Context: an optimization exercise on an open-source flow, tuned for small area, a short achievable clock period and few clock cycles. The choices shown serve that exercise and are no tape-out recipe. In this exercise RTL edits were held to simulation tests only and were not proved equivalent to the original.

## before
## axi_interconnect
module axi_interconnect (
    input  logic                                         axi_clk,
    input  logic                                         arst_n,
    input  logic [axi_ic_pkg::N_MST*axi_ic_pkg::ID_W-1:0]   m_axi_arid,
    input  logic [axi_ic_pkg::N_MST*axi_ic_pkg::ADDR_W-1:0] m_axi_araddr,
    input  logic [axi_ic_pkg::N_MST*axi_ic_pkg::LEN_W-1:0]  m_axi_arlen,
    input  logic [axi_ic_pkg::N_MST*3-1:0]                  m_axi_arsize,
    input  logic [axi_ic_pkg::N_MST*2-1:0]                  m_axi_arburst,
    input  logic [axi_ic_pkg::N_MST-1:0]                    m_axi_arvalid,
    output logic [axi_ic_pkg::N_MST-1:0]                    m_axi_arready,
    output logic [axi_ic_pkg::N_MST*axi_ic_pkg::ID_W-1:0]   m_axi_rid,
    output logic [axi_ic_pkg::N_MST*axi_ic_pkg::DATA_W-1:0] m_axi_rdata,
    output logic [axi_ic_pkg::N_MST*2-1:0]                  m_axi_rresp,
    output logic [axi_ic_pkg::N_MST-1:0]                    m_axi_rlast,
    output logic [axi_ic_pkg::N_MST-1:0]                    m_axi_rvalid,
    input  logic [axi_ic_pkg::N_MST-1:0]                    m_axi_rready,
    output logic [axi_ic_pkg::N_SLV*axi_ic_pkg::SID_W-1:0]  s_axi_arid,
    output logic [axi_ic_pkg::N_SLV*axi_ic_pkg::ADDR_W-1:0] s_axi_araddr,
    output logic [axi_ic_pkg::N_SLV*axi_ic_pkg::LEN_W-1:0]  s_axi_arlen,
    output logic [axi_ic_pkg::N_SLV*3-1:0]                  s_axi_arsize,
    output logic [axi_ic_pkg::N_SLV*2-1:0]                  s_axi_arburst,
    output logic [axi_ic_pkg::N_SLV-1:0]                    s_axi_arvalid,
    input  logic [axi_ic_pkg::N_SLV-1:0]                    s_axi_arready,
    input  logic [axi_ic_pkg::N_SLV*axi_ic_pkg::SID_W-1:0]  s_axi_rid,
    input  logic [axi_ic_pkg::N_SLV*axi_ic_pkg::DATA_W-1:0] s_axi_rdata,
    input  logic [axi_ic_pkg::N_SLV*2-1:0]                  s_axi_rresp,
    input  logic [axi_ic_pkg::N_SLV-1:0]                    s_axi_rlast,
    input  logic [axi_ic_pkg::N_SLV-1:0]                    s_axi_rvalid,
    output logic [axi_ic_pkg::N_SLV-1:0]                    s_axi_rready
);
clock: 4.5 ns
lec_check: 0
cap_margin: 20
core_area: 25 25 175 175
die_area: 0 0 200 200
setup_slack_margin: 2.0
slew_margin: 20
standard.sh (not shown) runs the stock make flow with config.mk's settings and CLKGATE_MAP_FILE= SYNTH_SCRIPT=/design/flow/synth_recipe.tcl, a recipe that flattens the netlist after the stock synthesis.
==> flow/flow/run.sh <==
#!/bin/bash
# The standard layout with two changes:
#  - plain buf_1 cells as the port buffers, instead of the delay buffers that
#    buffer_ports picks by default;
#  - a222oi_1 is not used: its three-high pull-up stack is slow, and the
#    one-hot multiplexers map to a22oi + nand2 instead.
set -euo pipefail
export BUFFER_PORTS_ARGS="-buffer_cell sky130_fd_sc_hd__buf_1"
cp config.mk own_config.mk
echo 'export DONT_USE_CELLS = sky130_fd_sc_hd__a222oi_1' >> own_config.mk
sed "s#DESIGN_CONFIG=[^ ]*#DESIGN_CONFIG=$PWD/own_config.mk#" standard.sh > own_standard.sh
bash own_standard.sh finish > standard.log 2>&1
before completed; timing, DRC and antenna clean
Testbench counts of before, summed over its fixed seeds: cycles 7,526.
The inputs of after differ from those of before as listed below.
diff --git a/flow/config.mk b/flow/config.mk
--- a/flow/config.mk
+++ b/flow/config.mk
@@ -6,7 +6,8 @@
 export NUM_CORES = 4
 export LEC_CHECK = 0
+export ABC_AREA = 1
 export CAP_MARGIN = 20
-export CORE_AREA = 25 25 175 175
+export CORE_AREA = 35 35 165 165
 export DIE_AREA = 0 0 200 200
-export SETUP_SLACK_MARGIN = 2.0
+export SETUP_SLACK_MARGIN = 1.7
 export SLEW_MARGIN = 20
==> results.txt <==
Row number of DRC violations after detailed-routing iteration 0: after higher / before lower
A largest family of logic cells by synthesized area of simple AND/OR/NAND/NOR gates is what before shows, while compound AO/OA/AOI/OAI gates belongs to after.
Compared with before, after shows number of multi-input combinational cells lower by 208.
Looking at routed length on met1, after sits about 0.4% lower than before does.
after: final period utilization is 2.0 points higher than what before reported.

---

Setup of job 6858:
Starting RTL as in the previous note.
clock: 4.5 ns
lec_check: 0
cap_margin: 20
core_area: 25 25 175 175
die_area: 0 0 200 200
setup_slack_margin: 1.75
slew_margin: 20
Scripts as last shown in full above: flow/flow/run.sh
Testbench counts of job 6858, summed over its fixed seeds: cycles 7,526.
The following lists how job 3766 was set up differently from job 6858:
- SETUP_SLACK_MARGIN now 1.6, was 1.75
## What came out
The detailed-routed wire length on met3 of job 3766 is lower than that of job 6858. Area used by multi-input combinational logic, job 3766 vs job 6858: down slightly. In the reports for job 6858 and job 3766, the larger register fraction of the total cell area belongs to job 3766. Job 3766 reports its kind of critical path as flop to output port while job 6858 reports primary input to output port.
Here is what was changed in the inputs of job 9182 compared with job 3766.
- CORE_AREA now 40 40 160 160, was 25 25 175 175
- SETUP_SLACK_MARGIN now 1.8, was 1.6
- ABC_AREA now 1, previously not set
## What came out
Job 9182 finished all stages; the layout is clean.
Measured against job 9182, the synthesized cell count of job 3766 comes out at 1.06 times the reference value.
Looking at global routing met2 resource utilization, job 9182 sits above job 3766.
Summary of job 9182 over job 3766: biggest cell delay along the critical path went down, cell depth of the worst setup path shows no meaningful change.
Job 3766 → job 9182: ratio of final minimum period to clock period -2.3 points, core utilization rose by 25 points, maximum net fanout on the critical path -12.
Job 9182 has more setup slack than job 3766.
For job 9182, the capture point of the critical path was m_axi_rdata[9], unlike job 3766, where it was m_axi_rdata[50].
Class of the tightest hold or removal check: primary input to asynchronous set/reset pin -> job 9182, flop to flop -> job 3766
Setup changes, job 9182 to job 4447
- changing SETUP_SLACK_MARGIN from 1.8 to 1.6
- removing ABC_AREA (formerly 1)
### Flow results
Looking at main combinational cell family by area after synthesis, the compound AO/OA/AOI/OAI gates result is from job 9182; the simple AND/OR/NAND/NOR gates one comes from job 4447. Compared with job 9182, in job 4447 total non-filler cell area in the finished layout lower; gate count after technology mapping increased by about 6% relative to the old numbers; clock network area share level; clock latency at the later pin of the worst-skew pair now sits at about the same level; final critical path time including I/O delays and setup climbed 0.19 ns.
Edits applied to the flow inputs when going from job 4447 to job 1282:
- a change of SETUP_SLACK_MARGIN from 1.6 to 1.45
- a change of CORE_AREA from 40 40 160 160 to 25 25 175 175
### Flow results
Compare job 4447 and job 1282 | post-layout utilization of the core higher: job 4447. Of job 4447 and job 1282, the higher first-pass GRT wire length belongs to job 4447. The met2 track demand over resource in global routing of job 1282 is lower than that of job 4447.

## re-timing with driven ports
The flow's constraints put no driver on any port. The routed layouts listed below were extracted and timed again, unchanged, in two steps. Step 1 (the two cells are an assumption about what drives the block):
set clk [get_ports {axi_clk}]
set_driving_cell -lib_cell sky130_fd_sc_hd__clkbuf_16 $clk
set_driving_cell -lib_cell sky130_fd_sc_hd__buf_2 [delete_from_list [all_inputs] $clk]
Step 2 moves the port delays by t, midway between the first and last clock arrival at a register: inputs arrive t later, outputs are due t later. That takes back most of the time a late clock gives input paths. a / b / c = no drivers / after step 1 / after step 2; a / b = the first two.
run | t, ns | setup WS [ns] | hold slack, ns
before | 0.333 | 1.827 / 1.769 / 1.570 | 0.531 / 0.531 / 0.531
after | 0.334 | 1.735 / 1.673 / 1.673 | 0.520 / 0.557 / 0.557
job 6858 | 0.330 | 1.722 / 1.645 / 1.645 | 0.517 / 0.517 / 0.517
job 3766 | 0.329 | 1.655 / 1.564 / 1.564 | 0.522 / 0.522 / 0.522
job 9182 | 0.332 | 1.760 / 1.710 / 1.712 | 0.502 / 0.522 / 0.522
job 4447 | 0.316 | 1.570 / 1.482 / 1.482 | 0.504 / 0.504 / 0.504
job 1282 | 0.327 | 1.552 / 1.512 / 1.524 | 0.506 / 0.506 / 0.506
After both steps setup and hold are still met in every run listed. For before, which loses most, drivers alone change the setup slack by -0.058 ns; drivers and shift together by -0.257 ns.
